What follows belongs to an exercise in optimizing a design on an open flow for small area, a short achievable clock period and few clock cycles per item; a production flow would make more cautious choices.
In this exercise RTL edits were held to simulation tests only and were not proved equivalent to the original.

Setup of run A:
==> flow/design.v (excerpt) <==
module mac_accumulator #(
  parameter int WIDTH     = 25,
  parameter int ACC_WIDTH = 64
) (
  input  logic                 clk,
  input  logic                 rst,
  input  logic                 in_valid,
  output logic                 in_ready,
  input  logic [WIDTH-1:0]     in_a,
  input  logic [WIDTH-1:0]     in_x,
  input  logic                 in_last,
  output logic                 out_valid,
  input  logic                 out_ready,
  output logic [ACC_WIDTH-1:0] out_sum,
  output logic [15:0]          out_count,
  output logic                 out_ovf
);
export LEC_CHECK = 0
export CAP_MARGIN = 20
export CORE_MARGIN = 2
export CORE_UTILIZATION = 40
export CTS_CLUSTER_DIAMETER = 120
export CTS_CLUSTER_SIZE = 25
export SLEW_MARGIN = 20
export SYNTH_HIERARCHICAL = 1
export SYNTH_MINIMUM_KEEP_SIZE = 0
create_clock -name core_clock -period 12.0 [get_ports {clk}]
standard.sh (not shown) runs the stock make flow with config.mk's settings and CLKGATE_MAP_FILE= SYNTH_SCRIPT=/design/flow/synth_recipe.tcl, a recipe that flattens the netlist after the stock synthesis.
==> flow/flow/run.sh <==
#!/bin/bash
# The standard layout (standard.sh) with two changes: repair_timing aims for
# 8.2 ns of setup slack on the 12 ns clock (so the achieved period shrinks), and the
# port buffers that buffer_ports inserts use sky130_fd_sc_hd__buf_2.
set -euo pipefail
EXTRA='SETUP_SLACK_MARGIN=8.2 "BUFFER_PORTS_ARGS=-buffer_cell sky130_fd_sc_hd__buf_2"'
sed "s|^make -C |make $EXTRA -C |" standard.sh > standard_tuned.sh
bash standard_tuned.sh > flow_make.log 2>&1
The flow did not stop early for run A: all stages ran, and the layout cleared the timing, design-rule and antenna checks.
Testbench counts of run A, summed over its fixed seeds: cycles 16,312, beats 16,288.
Setup changes, run A to run B
==> flow/flow/run.sh <==
#!/bin/bash
# The standard layout (standard.sh) with two changes: repair_timing aims for
# 8.3 ns of setup slack on the 12 ns clock (so the achieved period shrinks), and the
# port buffers that buffer_ports inserts use sky130_fd_sc_hd__buf_2.
set -euo pipefail
EXTRA='SETUP_SLACK_MARGIN=8.3 "BUFFER_PORTS_ARGS=-buffer_cell sky130_fd_sc_hd__buf_2"'
sed "s|^make -C |make $EXTRA -C |" standard.sh > standard_tuned.sh
bash standard_tuned.sh > flow_make.log 2>&1
-- flow/config.mk --
<<< run A, line 10
export CORE_UTILIZATION = 40
export CTS_CLUSTER_DIAMETER = 120
export CTS_CLUSTER_SIZE = 25
export SLEW_MARGIN = 20
>>> run B, line 10
export CORE_UTILIZATION = 40
export SLEW_MARGIN = 20
Results
- Run A and run B ended up with nearly the same total placed cells including tap cells.
- Looking at cell at the slowest stage of the critical path, the sky130_fd_sc_hd__fa_1 result is from run B; the sky130_fd_sc_hd__dfrtp_4 one comes from run A.
- Summary of run B over run A: TritonCTS buffer count +23, post-synthesis cell area barely changed, area of all placed cells without fillers went up 4.2%, worst hold slack after final layout held.
## Diff of input files: run C against run B
-- flow/config.mk --
<<< run B, line 9
export CORE_MARGIN = 2
export CORE_UTILIZATION = 40
export SLEW_MARGIN = 20
>>> run C, line 9
export CORE_MARGIN = 2
export CORE_UTILIZATION = 55
export SLEW_MARGIN = 20
[summary]
Having completed the whole flow, run C delivered a layout that passed the timing, design-rule and antenna checks.
Net count reported at finish across run C and run B: no real change.
STATUS post-route worst setup slack: run C loses against run B
Worst-skew pair later-pin latency on run C is down relative to run B.
Against run B, run C reports a data arrival time at the worst-slack endpoint that is higher.
The post-route worst hold slack on run C is in line with that on run B.
Run C packs its core tighter than run B.
Side by side, number of standard cells in the layout, taps in and fillers out turned out lower in run C than in run B.
Final worst-path cycle share essentially unchanged between run C and run B.
What run D does differently from run C at the input level:
==> flow/flow/run.sh <==
#!/bin/bash
# The standard layout (standard.sh) with two changes: repair_timing aims for
# 8.4 ns of setup slack on the 12 ns clock (so the achieved period shrinks), and the
# port buffers that buffer_ports inserts use sky130_fd_sc_hd__buf_2.
set -euo pipefail
EXTRA='SETUP_SLACK_MARGIN=8.4 "BUFFER_PORTS_ARGS=-buffer_cell sky130_fd_sc_hd__buf_2"'
sed "s|^make -C |make $EXTRA -C |" standard.sh > standard_tuned.sh
bash standard_tuned.sh > flow_make.log 2>&1
-- flow/config.mk --
<<< run C, line 9
export CORE_MARGIN = 2
export CORE_UTILIZATION = 55
export SLEW_MARGIN = 20
>>> run D, line 9
export CORE_MARGIN = 2
export CORE_UTILIZATION = 40
export CTS_CLUSTER_DIAMETER = 120
export CTS_CLUSTER_SIZE = 25
export SLEW_MARGIN = 20
### Flow results
[compare] base=run C new=run D: post-synthesis cell count about even, utilization went down by 16 points. What run C reported for number of non-filler instances in the completed layout has to be multiplied by 1.08 to get the figure for run D. Relative to run C, global-route usage has decreased by 7.2 points in run D. Diff run C..run D | routed length per instance | negligible. Against run C as the reference, run D delivers a higher cell area. Run D ended up with a higher total length of routed met2 wires than run C did.
Edits applied to the flow inputs when going from run D to run E:
==> flow/flow/run.sh <==
#!/bin/bash
# The standard layout (standard.sh) with two changes: repair_timing aims for
# 8.0 ns of setup slack on the 12 ns clock (so the achieved period shrinks), and the
# port buffers that buffer_ports inserts use sky130_fd_sc_hd__buf_2.
set -euo pipefail
EXTRA='SETUP_SLACK_MARGIN=8.0 "BUFFER_PORTS_ARGS=-buffer_cell sky130_fd_sc_hd__buf_2"'
sed "s|^make -C |make $EXTRA -C |" standard.sh > standard_tuned.sh
bash standard_tuned.sh > flow_make.log 2>&1
-- flow/config.mk --
<<< run D, line 10
export CORE_UTILIZATION = 40
export CTS_CLUSTER_DIAMETER = 120
export CTS_CLUSTER_SIZE = 25
export SLEW_MARGIN = 20
>>> run E, line 10
export CORE_UTILIZATION = 40
export SLEW_MARGIN = 20
Findings:
Run D -> run E: die outline area delta 0, exact match. Time the final worst path needs with I/O delays and setup deteriorates in run E relative to run D. Across both runs, global-route usage was lower for run E than for run D. Diff run D -> run E | wire length of the first global-routing pass | down by a few percent. [run E vs run D] relative area change from synthesis to final layout: lower in run E. Path length in cells of the critical path: run E < run D. | setup slack | run E vs run D | 0.25 ns lower |. Diff run D -> run E: met3 demand-to-capacity share in global routing increased by 0.55 points relative to the old numbers, via count lost about 2.2%, final cycle utilization of the critical path climbed 2.1 points.
--- input diff run E..run F ---
==> flow/flow/run.sh <==
#!/bin/bash
# The standard layout (standard.sh) with two changes: repair_timing aims for
# 8.3 ns of setup slack on the 12 ns clock (so the achieved period shrinks), and the
# port buffers that buffer_ports inserts use sky130_fd_sc_hd__buf_2.
set -euo pipefail
EXTRA='SETUP_SLACK_MARGIN=8.3 "BUFFER_PORTS_ARGS=-buffer_cell sky130_fd_sc_hd__buf_2"'
sed "s|^make -C |make $EXTRA -C |" standard.sh > standard_tuned.sh
bash standard_tuned.sh > flow_make.log 2>&1
-- flow/config.mk --
<<< run E, line 10
export CORE_UTILIZATION = 40
export SLEW_MARGIN = 20
>>> run F, line 10
export CORE_UTILIZATION = 40
export PLACE_DENSITY = 0.75
export SLEW_MARGIN = 20
Results
Total length of routed wires: run F and run E compared, higher one is run F. Summary: final worst setup slack, run F better than run E. Between run F and run E, the difference in clock transition at the registers of the reported paths is negligible. Run F has via count of the first global-routing pass above what run E had.

afterwards: timing with drivers on the ports:
No port has a modelled driver above. Below, the same layouts with a new extraction and two added sets of constraints.
Step 1 (the two cells are an assumption about what drives the block):
set clk [get_ports {clk}]
set_driving_cell -lib_cell sky130_fd_sc_hd__clkbuf_16 $clk
set_driving_cell -lib_cell sky130_fd_sc_hd__buf_2 [delete_from_list [all_inputs] $clk]
Step 2, shift: input delay + t, output delay - t, t = (earliest + latest rising clock arrival at the registers) / 2. This alone moves slack from input paths to output paths.
a / b / c = ideal / step 1 / step 2; a / b = the first two.
| run | t (ns) | slack for setup (ns) | hold WS [ns] |
|---|---|---|---|
| run A | 0.589 | 8.205 / 8.205 / 7.780 | 0.430 / 0.430 / 0.430 |
| run B | 0.636 | 8.295 / 8.269 / 7.855 | 0.429 / 0.429 / 0.429 |
| run C | 0.615 | 8.279 / 8.274 / 7.898 | 0.429 / 0.429 / 0.429 |
| run D | 0.605 | 8.322 / 8.309 / 7.915 | 0.433 / 0.433 / 0.433 |
| run E | 0.611 | 8.068 / 8.068 / 7.728 | 0.425 / 0.425 / 0.425 |
| run F | 0.607 | 8.235 / 8.235 / 7.899 | 0.425 / 0.425 / 0.425 |
After both steps setup and hold are still met in every run listed. For run B, which loses most, drivers alone change the setup slack by -0.026 ns; drivers and shift together by -0.440 ns.
